Background: an optimization exercise with open tools, aiming at small area, a short achievable clock period and few clock cycles. Do not read the settings as production practice. In this exercise RTL edits were held to simulation tests only and were not proved equivalent to the original.

run 1:
## conv2d_stream
module conv2d_stream
#(
    parameter int DW     = conv_pkg::DEF_DW,
    parameter int MAXDIM = conv_pkg::DEF_MAXDIM,
    parameter int MAXK   = conv_pkg::DEF_MAXK,
    parameter int DIMW   = $clog2(MAXDIM),
    parameter int KW     = $clog2(MAXK),
    parameter int AW     = 2*DW + 2*KW
) (
    input  logic            clk,
    input  logic            rstN,
    input  logic            start,
    input  logic [DIMW-1:0] inRow,
    input  logic [DIMW-1:0] inCol,
    input  logic [KW-1:0]   kerRow,
    input  logic [KW-1:0]   kerCol,
    input  logic            stride,
    input  logic [DW-1:0]   inData,
    input  logic            inValid,
    output logic            inReady,
    output logic [AW-1:0]   outMatrix,
    output logic            outValid,
    input  logic            outReady,
    output logic            busy,
    output logic            done,
    output logic            err
);
Size: about 6900 cells after synthesis, roughly 2900 flip-flops, about 51 I/O pins, ~120000 sq um of cells after synthesis.
Settings: LEC_CHECK=0, CAP_MARGIN=20, CORE_MARGIN=2, CORE_UTILIZATION=60, CTS_BUF_LIST=sky130_fd_sc_hd__clkbuf_8, CTS_CLUSTER_SIZE=20, SLEW_MARGIN=20, SYNTH_HIERARCHICAL=1, SYNTH_MINIMUM_KEEP_SIZE=0; clock period 11.0 ns.
standard.sh (not shown) runs the stock make flow with config.mk's settings and CLKGATE_MAP_FILE= SYNTH_SCRIPT=/design/flow/synth_recipe.tcl, a recipe that flattens the netlist after the stock synthesis.
==> flow/flow/run.sh <==
#!/bin/bash
# Own layout flow: the standard synthesis unchanged, then the standard
# ORFS layout with plain buffers on the ports (instead of delay cells) and a
# larger setup margin for the resizer's timing repair. Each call's full
# output goes to its own log in this folder; ORFS keeps per-step logs under
# orfs/logs.
set -euo pipefail
bash standard.sh synth > synth.log 2>&1
bash standard.sh \
    BUFFER_PORTS_ARGS="-buffer_cell sky130_fd_sc_hd__buf_4" \
    SETUP_SLACK_MARGIN=7 \
    finish > layout.log 2>&1
The flow did not stop early for run 1: all stages ran, and the layout cleared the timing, DRC and antenna checks.
Testbench counts of run 1, summed over its fixed seeds: cycles 15,401.
Relative to run 1, the following input files were edited for run 2:
# run 1
export LEC_CHECK = 0
export CAP_MARGIN = 20
export CORE_MARGIN = 2
export CORE_UTILIZATION = 60
export CTS_BUF_LIST = sky130_fd_sc_hd__clkbuf_8
export CTS_CLUSTER_SIZE = 20
export SLEW_MARGIN = 20
export SYNTH_HIERARCHICAL = 1
export SYNTH_MINIMUM_KEEP_SIZE = 0
create_clock -name core_clock -period 11.0 [get_ports {clk}]
# run 2
export LEC_CHECK = 0
export CAP_MARGIN = 20
export CORE_MARGIN = 2
export CORE_UTILIZATION = 40
export SLEW_MARGIN = 20
export SYNTH_HIERARCHICAL = 1
export SYNTH_MINIMUM_KEEP_SIZE = 0
create_clock -name core_clock -period 11.0 [get_ports {clk}]
==> flow/run.sh (new file) <==
#!/bin/bash
# synth_recipe.tcl (not shown) runs the flow's synth.tcl, then flattens the netlist and writes it again
# the make line also repeats each setting of config.mk as NAME=value (left out here)
make -C /OpenROAD-flow-scripts/flow DESIGN_CONFIG=/design/flow/config.mk WORK_HOME=/design/flow/orfs CLKGATE_MAP_FILE= SYNTH_SCRIPT=/design/flow/synth_recipe.tcl finish
removed: flow/flow/run.sh
removed: flow/standard.sh
--- outcome ---
Between run 1 and run 2, the total non-filler cell area in the finished layout is lower for run 1. Looking at register-to-register slack, run 2 sits 270 ps below run 1. Where wire length is concerned, run 1 is better than run 2. Share of the final layout cell area in multi-input gates: run 1 and run 2 compared, higher one is run 1. Per the comparison of run 2 with run 1, worst setup margin has decreased; sequential share of cell area dropped 1.5 points; worst setup slack after placement has decreased. Run 2 gives more met2 wire length than run 1 did. Remaining global-route overflow: run 2 vs run 1 identical. Diff run 1 -> run 2 | layout clock buffer count | down by more than 10%.
Input changes introduced in run 3 (baseline for comparison: run 2):
==> flow/flow/run.sh (new file) <==
#!/bin/bash
# Own layout flow: the standard synthesis unchanged, then the standard
# ORFS layout with plain buffers on the ports (instead of delay cells) and a
# larger setup margin for the resizer's timing repair. Each call's full
# output goes to its own log in this folder; ORFS keeps per-step logs under
# orfs/logs.
set -euo pipefail
bash standard.sh synth > synth.log 2>&1
bash standard.sh \
    BUFFER_PORTS_ARGS="-buffer_cell sky130_fd_sc_hd__buf_4" \
    SETUP_SLACK_MARGIN=7 \
    finish > layout.log 2>&1
==> flow/standard.sh (new file) <==
#!/bin/bash
# synth_recipe.tcl (not shown) runs the flow's synth.tcl, then flattens the netlist and writes it again
# the make line also repeats each setting of config.mk as NAME=value (left out here)
make -C /OpenROAD-flow-scripts/flow DESIGN_CONFIG=/design/flow/config.mk WORK_HOME=/design/flow/orfs CLKGATE_MAP_FILE= SYNTH_SCRIPT=/design/flow/synth_recipe.tcl "${@:-finish}"
removed: flow/run.sh
--- outcome ---
Against run 2, number of buffers outside the clock class in the layout in run 3 fell by a few percent. Run 3 and run 2 ended up with nearly the same overall via count from detail_route. Between run 2 and run 3, the placed cell area does not differ in any meaningful way. On length of routed wiring on met1, run 2 tracks run 3 almost exactly. Going from run 2 to run 3, the worst setup slack for register-to-register paths was found to have gone up by 80 ps.

* * *

Another version of the RTL of conv2d_stream (not shown whole).
Size: about 7000 cells after synthesis, ~0.12 mm2 of cells after synthesis.
Settings: LEC_CHECK=0, CAP_MARGIN=20, CORE_MARGIN=2, CORE_UTILIZATION=60, CTS_BUF_LIST=sky130_fd_sc_hd__clkbuf_8, CTS_CLUSTER_SIZE=20, SLEW_MARGIN=20, SYNTH_HIERARCHICAL=1, SYNTH_MINIMUM_KEEP_SIZE=0; clock period 11.0 ns.
==> flow/flow/run.sh <==
#!/bin/bash
# Own layout flow: the standard synthesis unchanged, then the standard
# ORFS layout with plain buffers on the ports (instead of delay cells) and a
# larger setup margin for the resizer's timing repair. Each call's full
# output goes to its own log in this folder; ORFS keeps per-step logs under
# orfs/logs.
set -euo pipefail
bash standard.sh synth > synth.log 2>&1
bash standard.sh \
    BUFFER_PORTS_ARGS="-buffer_cell sky130_fd_sc_hd__buf_4" \
    SETUP_SLACK_MARGIN=7.5 \
    finish > layout.log 2>&1
Testbench counts at the start, summed over its fixed seeds: cycles 15,401.
Edit:
--- a/flow/flow/run.sh
+++ b/flow/flow/run.sh
@@ -10,3 +10,3 @@
     BUFFER_PORTS_ARGS="-buffer_cell sky130_fd_sc_hd__buf_4" \
-    SETUP_SLACK_MARGIN=7.5 \
+    SETUP_SLACK_MARGIN=7.7 \
     finish > layout.log 2>&1
CTS_BUF_LIST = not set   (was sky130_fd_sc_hd__clkbuf_8)
CTS_CLUSTER_DIAMETER = 60   (was not set)
CTS_CLUSTER_SIZE = 30   (was 20)
Via count decreases by about 2.6%. Final area decreases by 0.93%. Clock-buffer cell count fell by 298. Die area stays the same. First-iteration DRC count climbs by about 0.5%. Wire length shrinks by about 1.6%. Sequential share of layout area climbs by 0.68 points. Final cell count drops by about 4.6%.

* * *

conv2d_stream, a different RTL version from the one above (not shown whole).
For scale: about 7200 cells after synthesis.
==> flow/config.mk <==
export PLATFORM = sky130hd
export DESIGN_NAME = conv2d_stream
export DESIGN_NICKNAME = conv2d_stream
export VERILOG_FILES = /design/flow/design.v
export SDC_FILE = /design/flow/constraint.sdc
export NUM_CORES = 4
export LEC_CHECK = 0
export CAP_MARGIN = 20
export CORE_MARGIN = 2
export CORE_UTILIZATION = 60
export CTS_CLUSTER_DIAMETER = 50
export CTS_CLUSTER_SIZE = 36
export SLEW_MARGIN = 20
export SYNTH_HIERARCHICAL = 1
export SYNTH_MINIMUM_KEEP_SIZE = 0
==> flow/constraint.sdc <==
create_clock -name core_clock -period 11.0 [get_ports {clk}]
set_input_delay 2.2000 -clock core_clock [delete_from_list [all_inputs] [get_ports {clk}]]
set_output_delay 2.2000 -clock core_clock [all_outputs]
set_load 0.01 [all_outputs]
==> flow/flow/run.sh <==
#!/bin/bash
# Own layout flow: the standard synthesis unchanged, then the standard
# ORFS layout with plain buffers on the ports (instead of delay cells) and a
# larger setup margin for the resizer's timing repair. Each call's full
# output goes to its own log in this folder; ORFS keeps per-step logs under
# orfs/logs.
set -euo pipefail
bash standard.sh synth > synth.log 2>&1
bash standard.sh \
    BUFFER_PORTS_ARGS="-buffer_cell sky130_fd_sc_hd__buf_4" \
    SETUP_SLACK_MARGIN=7.5 \
    finish > layout.log 2>&1
The baseline completed without violations.
Testbench counts at the start, summed over its fixed seeds: cycles 15,401.
Next try:
CTS_CLUSTER_DIAMETER = 70   (was 50)
CTS_CLUSTER_SIZE = 35   (was 36)
=> Non-clock buffer count rises by 2; sequential cell count does not change; routed wire length falls by 0.66%; die area stays the same; setup slack improves by 0.027 ns; cell count falls by 1.8%; register-to-register slack improves by 0.04 ns; via count falls by 1.3%.

* * *

RTL: one of the versions met above, not the one the previous note started from.
For scale: about 7000 cells after synthesis, about 2900 flip-flops, about 51 I/O pins, about 0.12 mm2 of cells after synthesis.
export LEC_CHECK = 0
export CAP_MARGIN = 20
export CORE_MARGIN = 2
export CORE_UTILIZATION = 60
export CTS_CLUSTER_DIAMETER = 60
export CTS_CLUSTER_SIZE = 30
export SLEW_MARGIN = 20
export SYNTH_HIERARCHICAL = 1
export SYNTH_MINIMUM_KEEP_SIZE = 0
create_clock -name core_clock -period 11.0 [get_ports {clk}]
==> flow/flow/run.sh <==
#!/bin/bash
# Own layout flow: the standard synthesis unchanged, then the standard
# ORFS layout with plain buffers on the ports (instead of delay cells) and a
# larger setup margin for the resizer's timing repair. Each call's full
# output goes to its own log in this folder; ORFS keeps per-step logs under
# orfs/logs.
set -euo pipefail
bash standard.sh synth > synth.log 2>&1
bash standard.sh \
    BUFFER_PORTS_ARGS="-buffer_cell sky130_fd_sc_hd__buf_4" \
    SETUP_SLACK_MARGIN=7.35 \
    finish > layout.log 2>&1
Testbench counts at the start, summed over its fixed seeds: cycles 15,401.
Change:
--- a/flow/flow/run.sh
+++ b/flow/flow/run.sh
@@ -9,4 +9,4 @@
 bash standard.sh \
     BUFFER_PORTS_ARGS="-buffer_cell sky130_fd_sc_hd__buf_4" \
-    SETUP_SLACK_MARGIN=7.35 \
+    SETUP_SLACK_MARGIN=7.5 \
     finish > layout.log 2>&1
The new run produced a clean layout.
Synthesized cell count stays the same.
Cell area goes up by 0.50%.
Sequential cell count is unchanged.
Global-route usage goes up by 0.19 points.
Wire length goes up by about 1.3%.

==> what the ideal ports hide <==
The results above use ideal ports. As a check the final layouts listed here were re-extracted and re-timed, cells and wires unchanged.
Step 1: set_driving_cell puts a clkbuf_16 on clk and a buf_2 on each other input, an assumption about the parent block.
Step 2, shift: input delay + t, output delay - t, t = (earliest + latest rising clock arrival at the registers) / 2. This alone moves slack from input paths to output paths.
Slacks: no drivers / after step 1 / after step 2; pairs: no drivers / after step 1.
run	shift t [ns]	slack for setup (ns)	worst register clock-pin slew, ns
run 1	1.136	7.108 / 7.018 / 6.273	0.08 / 0.08
run 2	0.962	6.814 / 6.722 / 5.952	0.07 / 0.07
run 3	0.970	7.021 / 7.021 / 6.369	0.07 / 0.07
the first run of note 2	1.151	7.114 / 7.021 / 6.712	0.07 / 0.07
the second run of note 2	0.934	7.346 / 7.244 / 6.933	0.11 / 0.11
the first run of note 3	0.958	7.353 / 7.260 / 6.737	0.09 / 0.09
the second run of note 3	0.938	7.380 / 7.279 / 6.781	0.12 / 0.12
the first run of note 4	0.932	7.349 / 7.247 / 6.704	0.11 / 0.11
the second run of note 4	0.932	7.339 / 7.239 / 6.851	0.11 / 0.11
After both steps every run listed still meets setup and hold. For run 2, which loses most, drivers alone change the setup slack by -0.092 ns; drivers and shift together by -0.862 ns.
